What follows belongs to an exercise in optimizing a design on an open flow for small area; a production flow would make more cautious choices.
Only simulation tests tie the RTL to the original design; equivalence was not proved.
Power and IR drop assume default switching activity.

**design/flow/run.sh**
```bash
#!/bin/bash
# synth_recipe.tcl (not shown) runs the flow's synth.tcl, then flattens the netlist and writes it again
# the make line also repeats each setting of config.mk as NAME=value (left out here)
make -C /OpenROAD-flow-scripts/flow DESIGN_CONFIG=/design/flow/config.mk WORK_HOME=/design/flow/orfs CLKGATE_MAP_FILE= SYNTH_SCRIPT=/design/flow/synth_recipe.tcl finish
```
**design/flow/config.mk**
```make
export PLATFORM = sky130hd
export DESIGN_NAME = stackCalculator
export DESIGN_NICKNAME = stackCalculator
export VERILOG_FILES = /design/flow/design.v
export SDC_FILE = /design/flow/constraint.sdc
export NUM_CORES = 4
export LEC_CHECK = 0
export CAP_MARGIN = 20
export CORE_MARGIN = 2
export CORE_UTILIZATION = 40
export CTS_BUF_LIST = sky130_fd_sc_hd__clkbuf_8
export CTS_CLUSTER_SIZE = 30
export SLEW_MARGIN = 20
```
**design/flow/constraint.sdc**
```tcl
create_clock -name core_clock -period 6.0 [get_ports {CLK}]
set_input_delay 1.2000 -clock core_clock [delete_from_list [all_inputs] [get_ports {CLK}]]
set_output_delay 1.2000 -clock core_clock [all_outputs]
set_load 0.01 [all_outputs]
```
**design/flow/design.v**
```verilog
`default_nettype none
package stackPkg;
    localparam int DEFAULT_ADDR_WIDTH = 7;    
    localparam int DATA_WIDTH = 8;
    typedef logic [DATA_WIDTH-1:0] dataWord;
endpackage
`default_nettype wire
`default_nettype none
package commandPkg;
    typedef logic [3:0] buttonCode;
    typedef enum logic [2:0] {
        cmdNone,
        cmdPush,      
        cmdPop,       
        cmdAdd,       
        cmdSub,       
        cmdTop,       
        cmdIncAddr,   
        cmdDecAddr    
    } calcCommand;
    localparam buttonCode BTN_RELEASED = 4'b0000;   
    localparam buttonCode BTN_CLEAR    = 4'b1010;   
    localparam buttonCode BTN_PUSH     = 4'b0001;
    localparam buttonCode BTN_POP      = 4'b0010;
    localparam buttonCode BTN_ADD      = 4'b0101;
    localparam buttonCode BTN_SUB      = 4'b0110;
    localparam buttonCode BTN_TOP      = 4'b1001;
    localparam buttonCode BTN_DEC_ADDR = 4'b1110;
    localparam buttonCode BTN_INC_ADDR = 4'b1101;
    typedef enum logic [3:0] {
        stIdle,
        stPushWrite,       
        stReadFirst,       
        stCaptureFirst,    
        stClearFirst,      
        stReadSecond,      
        stCaptureSecond,   
        stWriteResult,     
        stPopWrite         
    } seqState;
endpackage
`default_nettype wire
`default_nettype none
module stackMemory
(
    input  wire logic         CLK,
    input  wire logic [7:0]   tapWe,      
    input  wire logic [7:0]   wrData,     
    output logic [7:0][7:0]   tapRd       
);
    logic [127:0][7:0] ring;
    always_comb
    begin
        for (int j = 0; j < 8; j++)
            tapRd[j] = ring[(16 * j + 127) % 128];
    end
    logic [127:0][7:0] ringNext;
    always_comb
    begin
        for (int i = 0; i < 128; i++)
        begin
            if ((i % 16) == 0)
                ringNext[i] = tapWe[i / 16] ? wrData : ring[(i + 127) % 128];
            else
                ringNext[i] = ring[i - 1];
        end
    end
    always_ff @(posedge CLK)
    begin
        ring <= ringNext;
    end
endmodule
`default_nettype wire
`default_nettype none
import stackPkg::*;
import commandPkg::*;
module stackCalculator
(
    input  wire logic      CLK,
    input  wire logic      rst,
    input  commandPkg::buttonCode      buttons,
    input  stackPkg::dataWord        switches,
    output logic [7:0]     leds,
    output stackPkg::dataWord        displayValue
);
    localparam logic [6:0] EMPTY_ADDR = 7'h7F;
    localparam logic [1:0] K_PUSH = 2'd0;    
    localparam logic [1:0] K_SHOW = 2'd1;    
    localparam logic [1:0] K_ADD  = 2'd2;    
    localparam logic [1:0] K_SUB  = 2'd3;    
    logic [6:0] rot;           
    logic       armed;
    logic [6:0] sp;
    logic [6:0] da;
    stackPkg::dataWord dv;
    logic       pendZ;         
    logic       pendD;         
    logic       sFirst;        
    logic [1:0] kind;
    stackPkg::dataWord opnd;   
    logic       planZ;         
    logic       planD;         
    logic [2:0] planTap;
    logic isPush, isPop, isAdd, isSub, isTop, isInc, isDec, isClear, isCmd, fire;
    assign isPush  = (buttons == BTN_PUSH);
    assign isPop   = (buttons == BTN_POP);
    assign isAdd   = (buttons == BTN_ADD);
    assign isSub   = (buttons == BTN_SUB);
    assign isTop   = (buttons == BTN_TOP);
    assign isInc   = (buttons == BTN_INC_ADDR);
    assign isDec   = (buttons == BTN_DEC_ADDR);
    assign isClear = (buttons == BTN_CLEAR);
    assign isCmd   = isPush | isPop | isAdd | isSub | isTop | isInc | isDec;
    assign fire    = armed & isCmd;
    logic empty, canCombine;
    assign empty      = (sp == EMPTY_ADDR);
    assign canCombine = (sp != EMPTY_ADDR) && (sp != (EMPTY_ADDR - 7'd1));
    logic [6:0] rotNext;
    assign rotNext = rot + 7'd1;
    logic [7:0][7:0] tapRd;
    stackPkg::dataWord rdPlan, rdFire;
    assign rdPlan = tapRd[planTap];
    logic isSubK;
    stackPkg::dataWord sum, result;
    assign isSubK = (kind == K_SUB);
    assign sum    = rdPlan + opnd + {7'd0, isSubK && !sFirst};    
    assign result = (isSubK && sFirst) ? ~sum : sum;              
    logic [6:0] spN, daN;
    logic       pendZN, pendDN, sFirstN, armedN;
    logic [1:0] kindN;
    stackPkg::dataWord dvN, opndN;
    logic       hitZ, hitD;
    logic [2:0] tapFire, tap;
    logic       we;
    stackPkg::dataWord wrData;
    logic       planZN, planDN;
    logic [2:0] planTapN;
    assign rdFire = tapRd[tapFire];
    always_comb
    begin
        spN     = sp;
        daN     = da;
        pendZN  = pendZ;
        pendDN  = pendD;
        sFirstN = sFirst;
        kindN   = kind;
        dvN     = dv;
        opndN   = opnd;
        armedN  = armed;
        we      = 1'b0;
        wrData  = '0;
        hitZ    = 1'b0;
        hitD    = 1'b0;
        tapFire = '0;
        if (buttons == BTN_RELEASED)
            armedN = 1'b1;
        else if (isCmd)
            armedN = 1'b0;
        if (fire)
        begin
            pendZN  = 1'b0;
            pendDN  = 1'b0;
            sFirstN = 1'b0;
            if (isPush)
            begin
                spN    = sp - 7'd1;
                daN    = sp;
                pendDN = 1'b1;
                kindN  = K_PUSH;
                dvN    = switches;
            end
            else if ((isPop && !empty) || ((isAdd || isSub) && canCombine))
            begin
                spN    = sp + 7'd1;
                daN    = sp + 7'd2;
                pendZN = 1'b1;
                pendDN = 1'b1;
                kindN  = isAdd ? K_ADD : (isSub ? K_SUB : K_SHOW);
            end
            else if (isTop || isInc || isDec)
            begin
                daN    = isTop ? (sp + 7'd1) : (isInc ? (da + 7'd1) : (da - 7'd1));
                pendDN = 1'b1;
                kindN  = K_SHOW;
            end
            hitZ    = pendZN && (rot[3:0] == spN[3:0]);
            hitD    = pendDN && (rot[3:0] == daN[3:0]);
            tapFire = rot[6:4] - (hitZ ? spN[6:4] : daN[6:4]);
            tap     = tapFire;
            if (hitZ)
            begin
                we     = 1'b1;                           
                pendZN = 1'b0;
                if (kindN[1])
                    opndN = kindN[0] ? ~rdFire : rdFire;  
            end
            else if (hitD)
            begin
                case (kindN)
                    K_PUSH:
                    begin
                        we     = 1'b1;
                        wrData = switches;
                        pendDN = 1'b0;
                    end
                    K_SHOW:
                    begin
                        dvN    = rdFire;
                        pendDN = 1'b0;
                    end
                    default:
                    begin
                        opndN   = kindN[0] ? ~rdFire : rdFire;   
                        sFirstN = 1'b1;
                    end
                endcase
            end
        end
        else
        begin
            tap = planTap;
            if (planZ)
            begin
                we     = 1'b1;
                pendZN = 1'b0;
                if (kind[1])
                begin
                    if (sFirst)
                        dvN = result;                    
                    else
                        opndN = kind[0] ? ~rdPlan : rdPlan;
                end
            end
            else if (planD)
            begin
                case (kind)
                    K_PUSH:
                    begin
                        we     = 1'b1;
                        wrData = switches;
                        pendDN = 1'b0;
                    end
                    K_SHOW:
                    begin
                        dvN    = rdPlan;
                        pendDN = 1'b0;
                    end
                    default:
                    begin
                        if (pendZ)
                        begin
                            opndN   = kind[0] ? ~rdPlan : rdPlan;
                            sFirstN = 1'b1;
                        end
                        else
                        begin
                            we     = 1'b1;
                            wrData = sFirst ? dv : result;
                            pendDN = 1'b0;
                            if (!sFirst)
                                dvN = result;
                        end
                    end
                endcase
            end
        end
        if (isClear)
        begin
            spN = EMPTY_ADDR;
            daN = '0;
            dvN = '0;
        end
        if (rst)
        begin
            armedN = 1'b1;
            spN    = EMPTY_ADDR;
            daN    = '0;
            dvN    = '0;
            pendZN = 1'b0;
            pendDN = 1'b0;
        end
        planZN   = pendZN && (rotNext[3:0] == spN[3:0]);
        planDN   = pendDN && (rotNext[3:0] == daN[3:0]);
        planTapN = rotNext[6:4] - (planZN ? spN[6:4] : daN[6:4]);
    end
    logic [7:0] tapWe;
    always_comb
    begin
        tapWe = '0;
        tapWe[tap] = we;
    end
    stackMemory i_stackMemory (
        .CLK    (CLK),
        .tapWe  (tapWe),
        .wrData (wrData),
        .tapRd  (tapRd)
    );
    always_ff @(posedge CLK)
    begin
        rot     <= rotNext;
        armed   <= armedN;
        sp      <= spN;
        da      <= daN;
        dv      <= dvN;
        pendZ   <= pendZN;
        pendD   <= pendDN;
        sFirst  <= sFirstN;
        kind    <= kindN;
        opnd    <= opndN;
        planZ   <= planZN;
        planD   <= planDN;
        planTap <= planTapN;
    end
    assign leds         = {empty, da};
    assign displayValue = dv;
endmodule
`default_nettype wire
```
==> results.yml, run 1 <==
routing:
  vias: 13900
  drc_errors: 0
  drt_iter0_markers: 915
  first_pass_iters: 5
  ant_nets: 0
  avgRoutedWirePerCell_um: 16.8
  routed_via_density: 4.51
  routed_wl_mm: 51.7
outcome:
  status: "no timing/DRC/antenna violations"
clocking:
  cts_root_buf: "clkbuf_8"
  clk_path_buf_depth: 3
  cts_sinks: 1072
  clock_latency_ps: 790
  ctsHoldBuffers: 0
  htree_levels: 4
  cts.clk_slew.worst_paths_ps: 60
  ctsResizeCount: 0
  cts_tree: "done"
  cts_setup_buffers: 0
  numCtsBuffers: 154
timing:
  finalHoldViolations: 0
  setup_viol: 0
  skew_ps: 35.2
  hold_ws_ps: 297
  fin_crit_ps: 5570
  period_share_pct: 92.9
  slew_viol_final: 0
  timing.slew.headroom_pct: 43.7
  worst_pin_slew_ps: 844
  rsz0062_at_grt: "no"
  max_freq_mhz: 179
placed_design:
  dp_hpwl_mm: 33.9
  post_dp_cell_area_um2: 29200
  placed_cells: 2806
  globalplace.congestion: 0.835
  numPortBuffers: 29
floorplan:
  dieArea_um2: 70200
  coreArea_um2: 67300
  rows: 95
  die_width_um: 265
  start_util_pct: 40.5
  die_y_um: 265
  io_pins: 30
worst_setup_path:
  path_cells: "clkdlybuf4s50_1 > buf_4 > nor4b_2 > nor2_1 > a221oi_1 > a31oi_1 > a311oi_2 > nand3_4 > inv_2 > mux2i_1 > ha_1 > fa_1 > xor2_1 > buf_4 > nand4_1 > mux2_4 > nand2_2 > mux2_2 > xnor2_1 > a21oi_1"
  cp_slowest_cell: "clkdlybuf4s50_1"
  end_kind: "register"
  start_kind: "input pin"
  critPathKind: "in2reg"
  critPathMaxStageDelay_ps: 540
  required_ps: 6490
  crit_buf_inv: 4
  arrival_ps: 6060
  cp_common_cell: "buf_4"
  worstPathMaxFanout: 8
  crit_family: "compound AO/OA/AOI/OAI gates"
layout:
  fin_nets: 2130
  drive_above_1_share_pct: 20.2
  instances_no_fill: 3080
  syn_to_final_growth_pct: 18.9
  final_area_um2: 32400
synth:
  ys_types: 77
  ys_seq_area_share_pct: 79.1
  synth.avg_cell_area_um2: 14.6
  synth_nets: 1908
  yosys.cell_count.top_type: "dfxtp_1"
  syn-cell-area_um2: 27300
  synth-edff-count: 11
  yosys.area.top_type: "dfxtp_1"
  async_flop_share_pct: 0
  synth_top_area_share_pct: 77.9
  synth_top_cells_by_area: "dfxtp_1 78%, mux2_2 2.9%, a21oi_1 1.4%"
  synth-main-ff-cell: "dfxtp_1"
  synth_cells: 1867
  yosys_warnings: 2
  synthTopCellsByCount: "1061 x dfxtp_1, 92 x nand2_1, 78 x a21oi_1, 69 x mux2_2, 47 x o21ai_0"
  ys_ff_latch: 1072
grt:
  gr-total-overflow: 0
  grt_max_degree: 41
  grt_pass1_wl_mm: 78.8
  grt_use_total_pct: 15.0
  first_global_vias: 14000
  antenna_found_initial: 7
power:
  p_leak_uw: 0.0132
  peakVddDrop_v: 0.000296
  power_density_nw_per_um2: 417
flow_run:
  maxCapViolCount: 0
min_path:
  hold_path_class: "reg2reg"
state kept, by name (all words and copies together) (netlist names):
name	flops
da	7
armed	1
kind	2
opnd	8
dv	8
planTap	3
planD	1
pendZ	1
pendD	1
planZ	1
rot	7
sp	7
i_stackMemory.ring	1024
sFirst	1
final timing paths:
path | start | cells after the start | slack [ps] | end
setup / recovery | buttons[1] | 20 | 430 | opnd[3]
hold / removal | i_stackMemory.ring[29] | 0 | 300 | i_stackMemory.ring[37]
setup reg to reg | sp[0] | 20 | 670 | opnd[3]
hold reg to reg | i_stackMemory.ring[29] | 0 | 300 | i_stackMemory.ring[37]
worst register-to-register path: stages (launching register included):
cell and delay, ps:
dfxtp_1 430, ha_1 320, and3_1 230, nand3_1 120, inv_2 120, or4_1 550, and4_1 220, a311oi_2 360
nand3_4 130, inv_2 90, mux2i_1 80, ha_1 210, fa_1 380, xor2_1 290, buf_4 180, nand4_1 90
mux2_4 330, nand2_2 260, mux2_2 410, xnor2_1 140, a21oi_1 90
final cells by class:
class | count | area (µm²)
diodes | 1 | 2.50
inverters | 38 | 143
well taps | 873 | 1090
repair buffers | 126 | 1080
flip-flops and latches | 1072 | 21600
multi-input cells | 697 | 5310
clock buffers | 189 | 2600
clock inverters | 84 | 616
fillers | 5776 | 34900
metrics by stage:
step	util, %	power [µW]	TNS (ps)	setup slack (ps)
CTS	48.2	13700	0	547
floorplan	-	7680	0	83.0
global route	48.2	14100	0	148
global placement	43.4	7920	-5810	-116
detailed placement	43.4	7920	-17750	-301
finish	48.2	13500	0	428
cell usage in the layout, fill, tap and decap left out, types with 5 or more instances in the layout:
cell type / count
nor2_1: 43
inv_6: 5
and3_1: 9
a21oi_1: 78
nand2b_1: 5
nor3b_1: 8
buf_12: 5
a21o_1: 9
a2111oi_0: 8
o21ai_0: 46
ha_1: 22
clkbuf_8: 189
o21ai_1: 8
clkdlybuf4s50_1: 29
nand2_1: 92
nand3_1: 29
mux4_2: 16
a211oi_1: 7
nand4_1: 5
mux2i_1: 28
dfxtp_1: 1061
o21bai_1: 6
inv_1: 82
nor2b_1: 14
bufinv_16: 6
buf_4: 92
xor2_1: 22
nor3_1: 9
mux2_2: 69
o211ai_1: 24
a31oi_1: 7
clkinv_2: 13
xnor2_1: 43
nand3_2: 6
fa_1: 5
edfxtp_1: 11
mux2_4: 10
kinds of logic (layout without fill, tap and decap cells):
kind of cell | Yosys count | count (layout) | synth area share, %
other | 0 | 1 | 0
AND/OR/NAND/NOR | 245 | 245 | 4.62
buffers and inverters | 98 | 437 | 1.44
multiplexers | 124 | 124 | 5.83
adder cells (fa/ha/maj) | 27 | 27 | 1.38
XOR/XNOR | 66 | 66 | 2.15
AO/OA/AOI/OAI | 235 | 235 | 5.44
flip-flops | 1072 | 1072 | 79.1
power breakdown:
group	total (µW)	switching (µW)	internal, µW
sequential	7180	29.3	7150
clock	5730	2590	3140
combinational	596	351	245
total	13500	2970	10500
per-layer routing:
layer	routed length [µm]	track usage, %	part of all wire [%]	up-vias
li1	-	-	-	6737
met1	24900	20.4	48	6588
met2	21800	21.5	42	409
met3	2970	4.39	5.7	150
met4	2030	7.92	3.9	2
met5	10	0	0.019	-
==> inputs of run 2 (changes only) <==
--- a/design/flow/config.mk
+++ b/design/flow/config.mk
@@ -9,5 +9,3 @@
 export CORE_MARGIN = 2
 export CORE_UTILIZATION = 40
-export CTS_BUF_LIST = sky130_fd_sc_hd__clkbuf_8
-export CTS_CLUSTER_SIZE = 30
 export SLEW_MARGIN = 20
==> results.yml, run 2 <==
routing:
  ant_nets: 0
  routed_wl_mm: 51.2
  met2_length_mm: 21.5
  first_pass_iters: 5
  top_layer: "met5"
  routed_via_density: 4.54
  drc_errors: 0
  vias: 13500
  wl_met1_mm: 24.8
  avgRoutedWirePerCell_um: 17.2
  drt_iter0_markers: 932
  wl_met3_mm: 3.16
worst_setup_path:
  arrival_ps: 6200
  worstPathMaxFanout: 8
  crit_family: "simple AND/OR/NAND/NOR gates"
  crit_buf_inv: 6
  cp_common_cell: "buf_4"
  required_ps: 6510
  path_cells: "clkdlybuf4s50_1 > buf_4 > xor2_1 > nand2_1 > or4_1 > and4_1 > a311oi_2 > nand3_4 > inv_2 > mux2i_1 > ha_1 > fa_1 > nor2_1 > a21o_1 > inv_1 > ha_1 > nor3_2 > buf_4 > nand3_2 > buf_4 > mux2_2"
  critPathKind: "in2reg"
  cp_slowest_cell: "clkdlybuf4s50_1"
  start_kind: "input pin"
  critPathMaxStageDelay_ps: 620
  end_kind: "register"
grt:
  grt_pass1_wl_mm: 78.0
  antenna_found_initial: 7
  grt_max_degree: 41
  grt_use_total_pct: 14.7
  gr-total-overflow: 0
  first_global_vias: 13500
synth:
  synthTopCellsByCount: "1061 x dfxtp_1, 92 x nand2_1, 78 x a21oi_1, 69 x mux2_2, 47 x o21ai_0"
  synth-main-ff-cell: "dfxtp_1"
  synth_nets: 1908
  synth.avg_cell_area_um2: 14.6
  yosys_warnings: 2
  ys_ff_latch: 1072
  synth_cells: 1867
  ys_types: 77
  synth_top_area_share_pct: 77.9
  synth_top_cells_by_area: "dfxtp_1 78%, mux2_2 2.9%, a21oi_1 1.4%"
  async_flop_share_pct: 0
  yosys.cell_count.top_type: "dfxtp_1"
  ys_seq_area_share_pct: 79.1
  yosys.area.top_type: "dfxtp_1"
  syn-cell-area_um2: 27300
  synth-edff-count: 11
clocking:
  ctsHoldBuffers: 0
  cts_tree: "done"
  clock_latency_ps: 640
  cts_sinks: 1072
  clk_path_buf_depth: 3
  cts.clk_slew.worst_paths_ps: 60
  cts_setup_buffers: 0
  ctsResizeCount: 0
  numCtsBuffers: 94
  cts_root_buf: "clkbuf_16"
  htree_levels: 3
timing:
  timing.slew.headroom_pct: 36.2
  finalHoldViolations: 0
  max_freq_mhz: 176
  slew_viol_final: 0
  setup_viol: 0
  rsz0062_at_grt: "no"
  period_share_pct: 94.9
  worst_pin_slew_ps: 950
  fin_crit_ps: 5690
  skew_ps: 31.6
floorplan:
  start_util_pct: 40.5
  die_width_um: 265
  io_pins: 30
  dieArea_um2: 70200
  rows: 95
  coreArea_um2: 67300
  die_y_um: 265
layout:
  regMostFlops: "i_stackMemory.ring"
  syn_to_final_growth_pct: 18.7
  reg_top3: "i_stackMemory.ring: 1024 flops, dv: 8 flops, opnd: 8 flops"
  fin_nets: 2070
  layout.cells.most_common: "dfxtp_1"
  drive_above_1_share_pct: 17.5
  largest_register_ffs: 1024
  final_area_um2: 32400
  fillers: 5780
  layout_common_cells: "1061 x dfxtp_1, 95 x clkbuf_16, 92 x nand2_1, 92 x buf_4, 78 x a21oi_1"
outcome:
  status: "no timing/DRC/antenna violations"
placed_design:
  post_dp_cell_area_um2: 29200
  dp_hpwl_mm: 33.9
  numPortBuffers: 29
  globalplace.congestion: 0.835
power:
  p_leak_uw: 0.0129
  peakVddDrop_v: 0.000258
  p_total_uw: 13700
  power_density_nw_per_um2: 424
flow_run:
  maxCapViolCount: 0
min_path:
  hold_path_class: "reg2reg"
run 2: power by group:
group | total, µW | leakage, µW | internal (µW) | switching (µW)
sequential | 7170 | 0.00864 | 7150 | 29.4
combinational | 595 | 0.00274 | 246 | 349
clock | 5950 | 0.00154 | 3480 | 2480
total | 13700 | 0.0129 | 10900 | 2860
run 2: final cells by class:
cell class	count	area [µm²]	area share, %
multi-input cells	697	5330	16.5
well taps	873	1090	3.38
clock inverters	33	423	1.31
inverters	38	143	0.441
flip-flops and latches	1072	21600	66.7
clock buffers	135	2720	8.40
repair buffers	126	1080	3.34
diodes	1	2.50	0.00773
run 2: cells by family (layout without fill, tap and decap cells):
kind of cell,count (synthesis),after routing,share of synthesized area [%]
xor+xnor,66,66,2.15
buf+inv,98,332,1.44
other cells,0,1,0
fa+ha+maj,27,27,1.38
simple gates,245,245,4.62
mux,124,124,5.83
flops,1072,1072,79.1
compound gates,235,235,5.44
run 2: path summary, 6_finish.rpt:
kind                            from                      end  slack [ps]  depth (start not counted)
max                       buttons[1]  i_stackMemory.ring[518]         310                         21
min          i_stackMemory.ring[369]  i_stackMemory.ring[377]         310                          0
max reg2reg                    sp[0]  i_stackMemory.ring[518]         680                         21
min reg2reg  i_stackMemory.ring[369]  i_stackMemory.ring[377]         310                          0
run 2: per-stage QoR:
step | utilization, % | hold WS (ps) | setup TNS (ps) | instances | setup slack, ps
finish | 48.1 | 306 | 0 | 2975 | 307
global route | 48.1 | 314 | 0 | 2974 | 46.5
CTS | 48.1 | 308 | 0 | 2974 | 346
detailed placement | 43.4 | 312 | -17750 | 2806 | -301
global placement | 43.4 | 310 | -5810 | 2806 | -116
floorplan | - | 310 | 0 | 1867 | 83.0
run 2: worst reg2reg max path, cell delays in order (launching register included):
cell	delay, ps
dfxtp_1	430
ha_1	320
and3_1	230
nand3_1	120
inv_2	120
or4_1	550
and4_1	230
a311oi_2	410
nand3_4	140
inv_2	90
mux2i_1	210
ha_1	190
fa_1	460
nor2_1	170
a21o_1	140
inv_1	70
ha_1	310
nor3_2	260
buf_4	160
nand3_2	130
buf_4	190
mux2_2	270
run 2: routing by layer:
layer	global-route usage, %	vias to the layer above
met3	3.39	118
li1	-	6594
met5	0	-
met1	20.8	6410
met4	6.50	2
met2	21.6	372
==> inputs of run 3 (changes only) <==
--- a/design/flow/config.mk
+++ b/design/flow/config.mk
@@ -8,4 +8,5 @@
 export CAP_MARGIN = 20
 export CORE_MARGIN = 2
-export CORE_UTILIZATION = 40
+export CORE_UTILIZATION = 65
+export PLACE_DENSITY = 0.75
 export SLEW_MARGIN = 20
==> results.yml, run 3 <==
clocking:
  cts_root_buf: "clkbuf_16"
  cts.clk_slew.worst_paths_ps: 70
  cts_sinks: 1072
  numCtsBuffers: 92
  cts_setup_buffers: 0
  ctsHoldBuffers: 0
  htree_levels: 3
  clock_latency_ps: 630
  clk_path_buf_depth: 3
  cts_tree: "done"
layout:
  regMostFlops: "i_stackMemory.ring"
  layout_common_cells: "1061 x dfxtp_1, 94 x clkbuf_16, 92 x nand2_1"
  utilization_pct: 76.5
  fillers: 2276
  reg_top3: "i_stackMemory.ring: 1024 flops, dv: 8 flops, opnd: 8 flops"
  final_area_um2: 31900
  drive_above_1_share_pct: 17.3
  fin_nets: 2062
  syn_to_final_growth_pct: 16.9
  layout.cells.most_common: "dfxtp_1"
  largest_register_ffs: 1024
  instances_no_fill: 2636
placed_design:
  globalplace.congestion: 0.908
  dp_hpwl_mm: 34.9
  post_dp_cell_area_um2: 28800
  numPortBuffers: 29
  placed_cells: 2466
grt:
  grt_use_total_pct: 28.6
  first_global_vias: 15100
  gr-total-overflow: 0
  grt_pass1_wl_mm: 92.4
  grt_max_degree: 41
  antenna_found_initial: 4
timing:
  finalHoldViolations: 0
  slew_viol_final: 0
  worst_pin_slew_ps: 910
  max_freq_mhz: 175
  setup_viol: 0
  fin_crit_ps: 5710
  period_share_pct: 95.1
  timing.slew.headroom_pct: 39.3
  skew_ps: 22.3
routing:
  routed_via_density: 5.45
  avgRoutedWirePerCell_um: 23.1
  vias: 14400
  drt_iter0_markers: 1136
  ant_nets: 0
  wl_met3_mm: 4.06
  routed_wl_mm: 61.0
  wl_met1_mm: 25.2
  first_pass_iters: 6
  drc_errors: 0
  met2_length_mm: 29.1
  top_layer: "met5"
worst_setup_path:
  path_cells: "clkdlybuf4s50_1 > or4b_4 > a311oi_1 > a221oi_1 > and4_1 > a311oi_2 > nand3_4 > inv_2 > mux2i_1 > ha_1 > fa_1 > buf_6 > nor2b_1 > a2111oi_1 > a21oi_1 > mux2_2 > xnor2_1 > a21oi_1"
  start_kind: "input pin"
  end_kind: "register"
  required_ps: 6360
  arrival_ps: 6060
  crit_family: "compound AO/OA/AOI/OAI gates"
  cp_common_cell: "a21oi_1"
  worstPathMaxFanout: 40
  critPathMaxStageDelay_ps: 590
  critPathKind: "in2reg"
  cp_slowest_cell: "or4b_4"
  crit_buf_inv: 3
power:
  p_total_uw: 13800
  p_leak_uw: 0.0129
  power_density_nw_per_um2: 432
  peakVddDrop_v: 0.000413
synth:
  synth-edff-count: 11
  synth_top_area_share_pct: 77.9
  ys_ff_latch: 1072
  ys_seq_area_share_pct: 79.1
  synth_compound_area_share_pct: 5.44
  synthTopCellsByCount: "1061 x dfxtp_1, 92 x nand2_1, 78 x a21oi_1, 69 x mux2_2, 47 x o21ai_0"
  yosys.area.top_type: "dfxtp_1"
  yosys.area_share.simple_pct: 4.62
  synth_nets: 1908
  synth_top_cells_by_area: "dfxtp_1 78%, mux2_2 2.9%, a21oi_1 1.4%"
  synth-main-ff-cell: "dfxtp_1"
  synth.avg_cell_area_um2: 14.6
  synth_xor_area_share_pct: 2.15
  async_flop_share_pct: 0
  muxShareOfSynthArea_pct: 5.83
  syn-cell-area_um2: 27300
  yosys.cell_count.top_type: "dfxtp_1"
  synth_cells: 1867
  yosys_warnings: 2
  synth-adder-area-share_pct: 1.38
  ys_types: 77
  synth_top_family_by_area: "multiplexers"
floorplan:
  coreArea_um2: 41700
  die_width_um: 209
  start_util_pct: 65.4
  dieArea_um2: 43600
  die_y_um: 209
  rows: 75
  io_pins: 30
min_path:
  hold_path_class: "reg2reg"
outcome:
  status: "no timing/DRC/antenna violations"
flow_run:
  maxCapViolCount: 0
## run 3: path summary, 6_finish.rpt
check / startpoint / to / slack [ps] / cells after the start
setup / recovery: buttons[3] / opnd[3] / 290 / 18
hold / removal: i_stackMemory.ring[112] / i_stackMemory.ring[120] / 320 / 0
setup reg to reg: sp[1] / opnd[3] / 590 / 19
hold reg to reg: i_stackMemory.ring[112] / i_stackMemory.ring[120] / 320 / 0
## run 3: cell families (layout without fill, tap and decap cells)
logic type               after synthesis  after routing
other                                  0              1
adder cells (fa/ha/maj)               27             27
AO/OA/AOI/OAI                        235            235
multiplexers                         124            124
XOR/XNOR                              66             66
AND/OR/NAND/NOR                      245            245
flip-flops                          1072           1072
buffers and inverters                 98            327
## run 3: worst register-to-register path: cells and delay by family, from the launching register on
kind | cells | cell delay (ps)
AOI/OAI and AO/OA | 4 | 1010
xor gates and xnor gates | 1 | 170
adders and majority gates | 3 | 1060
buffers and inverters | 3 | 500
DFF | 1 | 410
muxes | 2 | 400
and+or+nand+nor | 6 | 1590
## run 3: report_power, final
| group | leakage (µW) | switching, µW | total [µW] | internal (µW) |
|---|---|---|---|---|
| sequential | 0.00864 | 32.2 | 7170 | 7140 |
| combinational | 0.00273 | 358 | 602 | 243 |
| clock | 0.00151 | 2620 | 5970 | 3360 |
## run 3: stage by stage
step / setup TNS (ps) / setup WS (ps) / hold slack, ps
2_1_floorplan: 0 / 83.0 / 310
3_5_place_dp: -7820 / -164 / 312
5_1_grt: -19.2 / -19.2 / 316
4_1_cts: 0 / 267 / 313
6_report: 0 / 294 / 316
3_3_place_gp: -5650 / -133 / 310
## run 3: cell type report
class                   count  area, µm²  share of cell area, %
clock inverters            40        439                   1.38
repair buffers            120       1080                   3.38
clock buffers             129       2630                   8.27
diodes                      1       2.50                0.00786
inverters                  38        143                  0.448
multi-input cells         697       5310                   16.7
flip-flops and latches   1072      21600                   67.7
well taps                 539        674                   2.12
## run 3: repair_timing
action | CTS | global route
gates resized for setup | 0 | 2
setup endpoints to repair | 0 | 2
endpoints found under the hold margin | 0 | 0
## run 3: layer usage
metal  global-route usage, %  up-vias
met1                    36.4     7016
met5                       0        -
li1                        -     6574
met4                    12.4        2
met3                    6.22      189
met2                    47.5      598

[afterwards: timing with drivers on the ports]
In the flow no input, the clock included, has a driving cell. The finished layouts below were timed again as built, in two steps.
Step 1 sets driving cells, clkbuf_16 on the clock port and buf_2 on the other inputs (assumed; they add their load-dependent delay and slew).
Step 2 also shifts input and output timing later by t, the mid clock arrival at the registers, as if the neighbouring blocks saw the same clock.
a / b / c = ideal / step 1 / step 2; a / b = the first two.
| run | shift t [ns] | setup slack, ns | latest minus earliest clock arrival (ns) | worst slew at a driven data input, ns |
|---|---|---|---|---|
| run 1 | 0.817 | 0.428 / 0.458 / -0.358 | 0.057 / 0.057 | 0.11 |
| run 2 | 0.686 | 0.307 / 0.338 / -0.349 | 0.033 / 0.033 | 0.11 |
| run 3 | 0.678 | 0.294 / 0.327 / -0.352 | 0.029 / 0.029 | 0.06 |
Met with ideal ports but missed after step 2: setup timing in every run listed. The setup slack of run 1, which loses most, moves by +0.030 ns with the drivers and by -0.786 ns with both steps.
